What follows belongs to an exercise in optimizing a design on an open flow for small area and a short achievable clock period; a production flow would make more cautious choices.
In this exercise RTL edits were held to simulation tests only and were not proved equivalent to the original.
Power and IR drop assume default switching activity.

==> inputs of exp/indigo <==
## slc3_mem_responder
module slc3_mem_responder
#(
    parameter int unsigned DEPTH   = 256,
    parameter logic [15:0] IO_ADDR = slc3_pkg::IO_ADDR_DEFAULT
) (
    input  logic        Clk,
    input  logic        Reset,
    input  logic [15:0] MAR,
    input  logic [15:0] MDR,
    input  logic        MEM_OE,
    input  logic        MEM_WE,
    input  logic [15:0] SW,
    output logic [15:0] MDR_in,
    output logic        R,
    output logic [15:0] HEX_OUT,
    output logic        ERR
);
    logic        idle_q, w1_q, w2_q, done_q, hold_q;
    logic        req, accept;
    logic [7:0]  addr_q;
    logic        ram_q, io_q, we_q;
    logic [15:0] wdata_q;
    logic [15:0] hex_q, out_q, ram_rdata;
    logic        err_q;
    assign req    = MEM_OE || MEM_WE;
    assign accept = idle_q && req;
    always_ff @(posedge Clk) begin
        if (Reset) begin
            idle_q <= 1'b1;
            w1_q   <= 1'b0;
            w2_q   <= 1'b0;
            done_q <= 1'b0;
            hold_q <= 1'b0;
        end else begin
            idle_q <= (idle_q || hold_q) && !req;
            w1_q   <= accept;
            w2_q   <= w1_q;
            done_q <= w2_q;
            hold_q <= done_q || (hold_q && req);
        end
    end
    always_ff @(posedge Clk) begin
        if (idle_q) begin
            addr_q  <= MAR[7:0];
            ram_q   <= (MAR[15:8] == 8'h00);
            io_q    <= (MAR == IO_ADDR);
            we_q    <= MEM_WE;
            wdata_q <= MDR;
        end
    end
    always_ff @(posedge Clk) begin
        if (Reset) begin
            err_q <= 1'b0;
            hex_q <= '0;
        end else begin
            if (accept && MEM_OE && MEM_WE) err_q <= 1'b1;
  ...
==> module slc3_sram_array, before the edit <==
module slc3_sram_array
#(
    parameter int unsigned Depth = 256
) (
    input  logic                     clk_i,
    input  logic [$clog2(Depth)-1:0] addr_i,
    input  logic                     we_i,
    input  logic [15:0]              wdata_i,
    input  logic [$clog2(Depth)-3:0] rd_addr_i,
    input  logic                     rd_load_i,
    input  logic [1:0]               rd_quarter_i,
    output logic [15:0]              rdata_o
);
    localparam int unsigned QW = Depth / 4;
    logic [15:0] mem_q [Depth];
    logic [15:0] quarter_q [4];
    always_ff @(posedge clk_i) begin
        if (we_i) begin
            mem_q[addr_i] <= wdata_i;
        end
    end
    always_ff @(posedge clk_i) begin
        if (rd_load_i) begin
            for (int q = 0; q < 4; q++) begin
                quarter_q[q] <= mem_q[q * QW + int'(rd_addr_i)];
            end
        end
    end
    assign rdata_o = quarter_q[rd_quarter_i];
endmodule
==> module slc3_mem_responder, before the edit <==
module slc3_mem_responder
#(
    parameter int unsigned DEPTH   = 256,
    parameter logic [15:0] IO_ADDR = slc3_pkg::IO_ADDR_DEFAULT
) (
    input  logic        Clk,
    input  logic        Reset,
    input  logic [15:0] MAR,
    input  logic [15:0] MDR,
    input  logic        MEM_OE,
    input  logic        MEM_WE,
    input  logic [15:0] SW,
    output logic [15:0] MDR_in,
    output logic        R,
    output logic [15:0] HEX_OUT,
    output logic        ERR
);
    logic        idle_q, w1_q, w2_q, done_q, hold_q;
    logic        req, accept;
    logic [7:0]  addr_q;
    logic        ram_q, io_q, we_q;
    logic [15:0] wdata_q;
    logic [15:0] hex_q, out_q, ram_rdata;
    logic        err_q;
    assign req    = MEM_OE || MEM_WE;
    assign accept = idle_q && req;
    always_ff @(posedge Clk) begin
        if (Reset) begin
            idle_q <= 1'b1;
            w1_q   <= 1'b0;
            w2_q   <= 1'b0;
            done_q <= 1'b0;
            hold_q <= 1'b0;
        end else begin
            idle_q <= (idle_q || hold_q) && !req;
            w1_q   <= accept;
            w2_q   <= w1_q;
            done_q <= w2_q;
            hold_q <= done_q || (hold_q && req);
        end
    end
    always_ff @(posedge Clk) begin
        if (idle_q) begin
            addr_q  <= MAR[7:0];
            ram_q   <= (MAR[15:8] == 8'h00);
            io_q    <= (MAR == IO_ADDR);
            we_q    <= MEM_WE;
            wdata_q <= MDR;
        end
    end
    always_ff @(posedge Clk) begin
        if (Reset) begin
            err_q <= 1'b0;
            hex_q <= '0;
        end else begin
            if (accept && MEM_OE && MEM_WE) err_q <= 1'b1;
            if (w2_q && we_q && io_q) hex_q <= wdata_q;
        end
    end
    always_ff @(posedge Clk) begin
        if (Reset) begin
            out_q <= '0;
        end else if (w2_q && !we_q) begin
            out_q <= ram_q ? ram_rdata : (io_q ? SW : 16'h0000);
        end
    end
    slc3_sram_array #(
        .Depth (DEPTH)
    ) u_sram (
        .clk_i        (Clk),
        .addr_i       (addr_q),
        .we_i         (w2_q && we_q && ram_q && !Reset),
        .wdata_i      (wdata_q),
        .rd_addr_i    (addr_q[5:0]),
        .rd_load_i    (w1_q),
        .rd_quarter_i (addr_q[7:6]),
        .rdata_o      (ram_rdata)
    );
    assign MDR_in  = out_q;
    assign R       = done_q;
    assign HEX_OUT = hex_q;
    assign ERR     = err_q;
endmodule
Settings: LEC_CHECK=0, CAP_MARGIN=20, CORE_MARGIN=2, CORE_UTILIZATION=45, CTS_CLUSTER_DIAMETER=60, CTS_CLUSTER_SIZE=25, PLACE_DENSITY=0.6, SETUP_SLACK_MARGIN=2.6, SLEW_MARGIN=20; clock period 5.0 ns.
run.sh (not shown) runs the stock make flow with config.mk's settings and CLKGATE_MAP_FILE= SYNTH_SCRIPT=/design/flow/synth_recipe.tcl, a recipe that flattens the netlist after the stock synthesis.
==> exp/pepper: changes against exp/indigo <==
==> flow/design.v (replaced) <==
package slc3_pkg;
    typedef logic [15:0] word_t;
    localparam word_t IO_ADDR_DEFAULT = 16'hFFFF;
endpackage
module slc3_sram_array
#(
    parameter int unsigned Depth = 256
) (
    input  logic                 clk_i,
    input  logic                 ins_i,
    input  logic [7:0]           ins_hi_i,
    input  logic [7:0]           ins_lo_i,
    input  logic [15:0]          ins_data_i,
    input  logic [Depth/4-1:0]   rd_sel1_i,
    input  logic [Depth/4-1:0]   rd_sel3_i,
    output logic [15:0]          rd_data_o
);
    localparam int unsigned NR = Depth / 4;
    logic [NR*16-1:0] s0_q, s1_q, s2_q, s3_q;
    for (genvar r = 0; r < NR; r++) begin : g_ring
        logic ins_r;
        assign ins_r = ins_i && ins_hi_i[r / 8] && ins_lo_i[r % 8];
        always_ff @(posedge clk_i) begin
            s0_q[r*16 +: 16] <= ~(ins_r ? ins_data_i : s3_q[r*16 +: 16]);
            s1_q[r*16 +: 16] <= s0_q[r*16 +: 16];
            s2_q[r*16 +: 16] <= s1_q[r*16 +: 16];
            s3_q[r*16 +: 16] <= s2_q[r*16 +: 16];
        end
    end
    always_comb begin
        rd_data_o = '0;
        for (int r = 0; r < NR; r++) begin
            rd_data_o = rd_data_o | ({16{rd_sel1_i[r]}} & s1_q[r*16 +: 16])
                                  | ({16{rd_sel3_i[r]}} & s3_q[r*16 +: 16]);
        end
    end
endmodule
module slc3_mem_responder
#(
    parameter int unsigned DEPTH   = 256,
    parameter logic [15:0] IO_ADDR = slc3_pkg::IO_ADDR_DEFAULT
) (
    input  logic        Clk,
    input  logic        Reset,
    input  logic [15:0] MAR,
    input  logic [15:0] MDR,
    input  logic        MEM_OE,
    input  logic        MEM_WE,
    input  logic [15:0] SW,
    output logic [15:0] MDR_in,
    output logic        R,
    output logic [15:0] HEX_OUT,
    output logic        ERR
);
    localparam int unsigned NR = DEPTH / 4;
    logic        idle_q, w1_q, w2_q, done_q, hold_q;
    logic        req, accept;
    logic [2:0]  phase_q;
    logic [3:0]  hit1_tab_q, h_tab_q, pol_tab_q;
    logic        h_d;
    logic [NR-1:0] sel1_q, sel3_q;
    logic [7:0]  addr_q;
    logic        hit1_q, pol_q, byp_q;
    logic        ram_q, io_q, we_q;
    logic [15:0] wdata_q;
    logic        pw_v_q, pw_ins_q;
    logic [7:0]  pw_addr_q, pw_hi_q, pw_lo_q;
    logic [2:0]  pw_pos_q;
    logic [15:0] pw_data_q;
    logic        commit, pw_v_d;
    logic [2:0]  pw_pos_d;
    logic [15:0] hex_q, mdr_q, mdr_new;
    logic        err_q, mdr_keep;
    logic [15:0] rd_data;
    assign req    = MEM_OE || MEM_WE;
    assign accept = idle_q && req;
    always_ff @(posedge Clk) begin
        if (Reset) begin
            idle_q <= 1'b1;
            w1_q   <= 1'b0;
            w2_q   <= 1'b0;
            done_q <= 1'b0;
            hold_q <= 1'b0;
        end else begin
            idle_q <= (idle_q || hold_q) && !req;
            w1_q   <= accept;
            w2_q   <= w1_q;
            done_q <= w2_q;
            hold_q <= done_q || (hold_q && req);
        end
    end
    always_ff @(posedge Clk) begin
        phase_q <= phase_q + 3'd1;
        for (int k = 0; k < 4; k++) begin
            logic [2:0] p, ph;
            p  = 3'(k) + phase_q + 3'd2;
            ph = p[0] ? p : p + 3'd1;
            hit1_tab_q[k] <= p[0];
            h_tab_q[k]    <= ph[1];
            pol_tab_q[k]  <= ph[2];
        end
    end
    assign h_d = h_tab_q[MAR[1:0]];
    always_ff @(posedge Clk) begin
        if (Reset) begin
            sel1_q <= '0;
            sel3_q <= '0;
        end else if (idle_q) begin
            for (int r = 0; r < NR; r++) begin
                sel1_q[r] <= (MAR[7:2] == 6'(r)) && !h_d;
                sel3_q[r] <= (MAR[7:2] == 6'(r)) && h_d;
            end
        end
    end
    always_ff @(posedge Clk) begin
        if (idle_q) begin
            addr_q  <= MAR[7:0];
            hit1_q  <= hit1_tab_q[MAR[1:0]];
            pol_q   <= pol_tab_q[MAR[1:0]];
            byp_q   <= pw_v_q && (pw_addr_q == MAR[7:0]);
            ram_q   <= (MAR[15:8] == 8'h00);
            io_q    <= (MAR == IO_ADDR);
            we_q    <= MEM_WE;
            wdata_q <= MDR;
        end
    end
    always_ff @(posedge Clk) begin
        if (Reset) begin
            err_q <= 1'b0;
            hex_q <= '0;
        end else begin
            if (accept && MEM_OE && MEM_WE) err_q <= 1'b1;
            if (w2_q && we_q && io_q) hex_q <= wdata_q;
        end
    end
    assign commit   = w2_q && we_q && ram_q && !Reset;
    assign pw_v_d   = commit || (pw_v_q && !pw_ins_q);
    assign pw_pos_d = commit ? {1'b0, addr_q[1:0]} + phase_q + 3'd1 : pw_pos_q + 3'd1;
    always_ff @(posedge Clk) begin
        pw_v_q   <= pw_v_d;
        pw_pos_q <= pw_pos_d;
        pw_ins_q <= pw_v_d && (pw_pos_d[1:0] == 2'd3);
        if (commit) begin
            pw_addr_q <= addr_q;
            pw_hi_q   <= 8'b1 << addr_q[7:5];
            pw_lo_q   <= 8'b1 << addr_q[4:2];
            pw_data_q <= wdata_q;
        end
    end
    assign mdr_new  = ram_q ? (byp_q ? pw_data_q : rd_data ^ {16{pol_q}})
                            : (io_q ? SW : 16'h0000);
    assign mdr_keep = w2_q && hit1_q && ram_q;
    always_ff @(posedge Clk) begin
        if (Reset)          mdr_q <= '0;
        else if (!mdr_keep) mdr_q <= mdr_new;
    end
    slc3_sram_array #(
        .Depth (DEPTH)
    ) u_sram (
        .clk_i      (Clk),
        .ins_i      (pw_ins_q),
        .ins_hi_i   (pw_hi_q),
        .ins_lo_i   (pw_lo_q),
        .ins_data_i (pw_data_q ^ {16{pw_pos_q[2]}}),
        .rd_sel1_i  (sel1_q),
        .rd_sel3_i  (sel3_q),
        .rd_data_o  (rd_data)
    );
    assign MDR_in  = mdr_q;
    assign R       = done_q;
    assign HEX_OUT = hex_q;
    assign ERR     = err_q;
endmodule
==> comparison <==
Between exp/pepper and exp/indigo, the lower sequential cell count is in exp/indigo (gap 123). Of exp/pepper and exp/indigo, exp/pepper has the higher synthesized cell count (gap 30%, measured against exp/indigo). Against exp/pepper, the area after synthesis of exp/indigo is higher by about 40%. Between exp/indigo and exp/pepper, the lower worst hold slack is in exp/pepper (gap 0.17 ns). Critical path depth is the same in exp/pepper and exp/indigo. In exp/indigo the first-iteration DRC count is larger than in exp/pepper, by 4.4%. In exp/indigo the sequential power is smaller than in exp/pepper, by 16%. Clock skew: exp/indigo is lower than exp/pepper (0.0016 ns). Against exp/pepper, the die area of exp/indigo is larger by 40%. Register-to-register slack: exp/pepper is better than exp/indigo (0.21 ns).
==> figures <==
quantity	exp/pepper	exp/indigo
Result of the run	complete, no violations	complete, no violations
Per-instance average area after synthesis	12.6 um^2	22.9 um^2
Post-synth EDFFs	70	4187
All-Layer GR Usage	0.365	0.247
CLK BUF	259	303
Portion of synthesized cell area occupied by the leading cell type	0.754	0.790
Cts bufs inserted	222	284
Initial antenna violation count	38	25
Post-route non-filler standard cell count	12500	12900
Timing endpoint of the critical path	mdr_q[6]$_SDFFE_PP0N_	u_sram.quarter_q[2][13]$_DFFE_PP_
Reported sequential group power	46.8 mW	39.3 mW
Pin count of the biggest net entering global routing	133	206
Placer congestion estimate	1.07	0.865
Multi-input gate area	0.0261 mm^2	0.0356 mm^2
Combined flip-flop and latch cell area	0.0879 mm^2	0.127 mm^2
Power Total	73.0 mW	70.3 mW
Placed Cells	12100	11500
Post-detailed-route wirelength per cell	38.5 um	35.4 um
Cell Pwr Density	564 mW/mm^2	360 mW/mm^2
Nonclk inv count	12	1
Most frequent standard cell in the layout excluding fill and tap cells	sky130_fd_sc_hd__dfxtp_1	sky130_fd_sc_hd__edfxtp_1

separate check: timing with driven ports:
The flow's constraints put no driver on any port. The routed layouts listed below were extracted and timed again, unchanged, in two steps. Step 1 assumes that a clkbuf_16 drives the clock port and a buf_2 every other input. Step 2, shift: input delay + t, output delay - t, t = (earliest + latest rising clock arrival at the registers) / 2. This alone moves slack from input paths to output paths. Slacks: no drivers / after step 1 / after step 2; pairs: no drivers / after step 1.
| run | shift t [ns] | setup WS [ns] | worst setup path after step 2 | worst register clock-pin slew, ns |
|---|---|---|---|---|
| exp/indigo | 1.034 | 1.961 / 1.961 / 1.729 | input to register | 0.10 / 0.10 |
| exp/pepper | 1.000 | 2.170 / 2.170 / 1.500 | input to register | 0.10 / 0.10 |
After both steps setup and hold are still met in every run listed. The setup slack of exp/pepper, which loses most, moves by 0.000 ns with the drivers and by -0.670 ns with both steps.
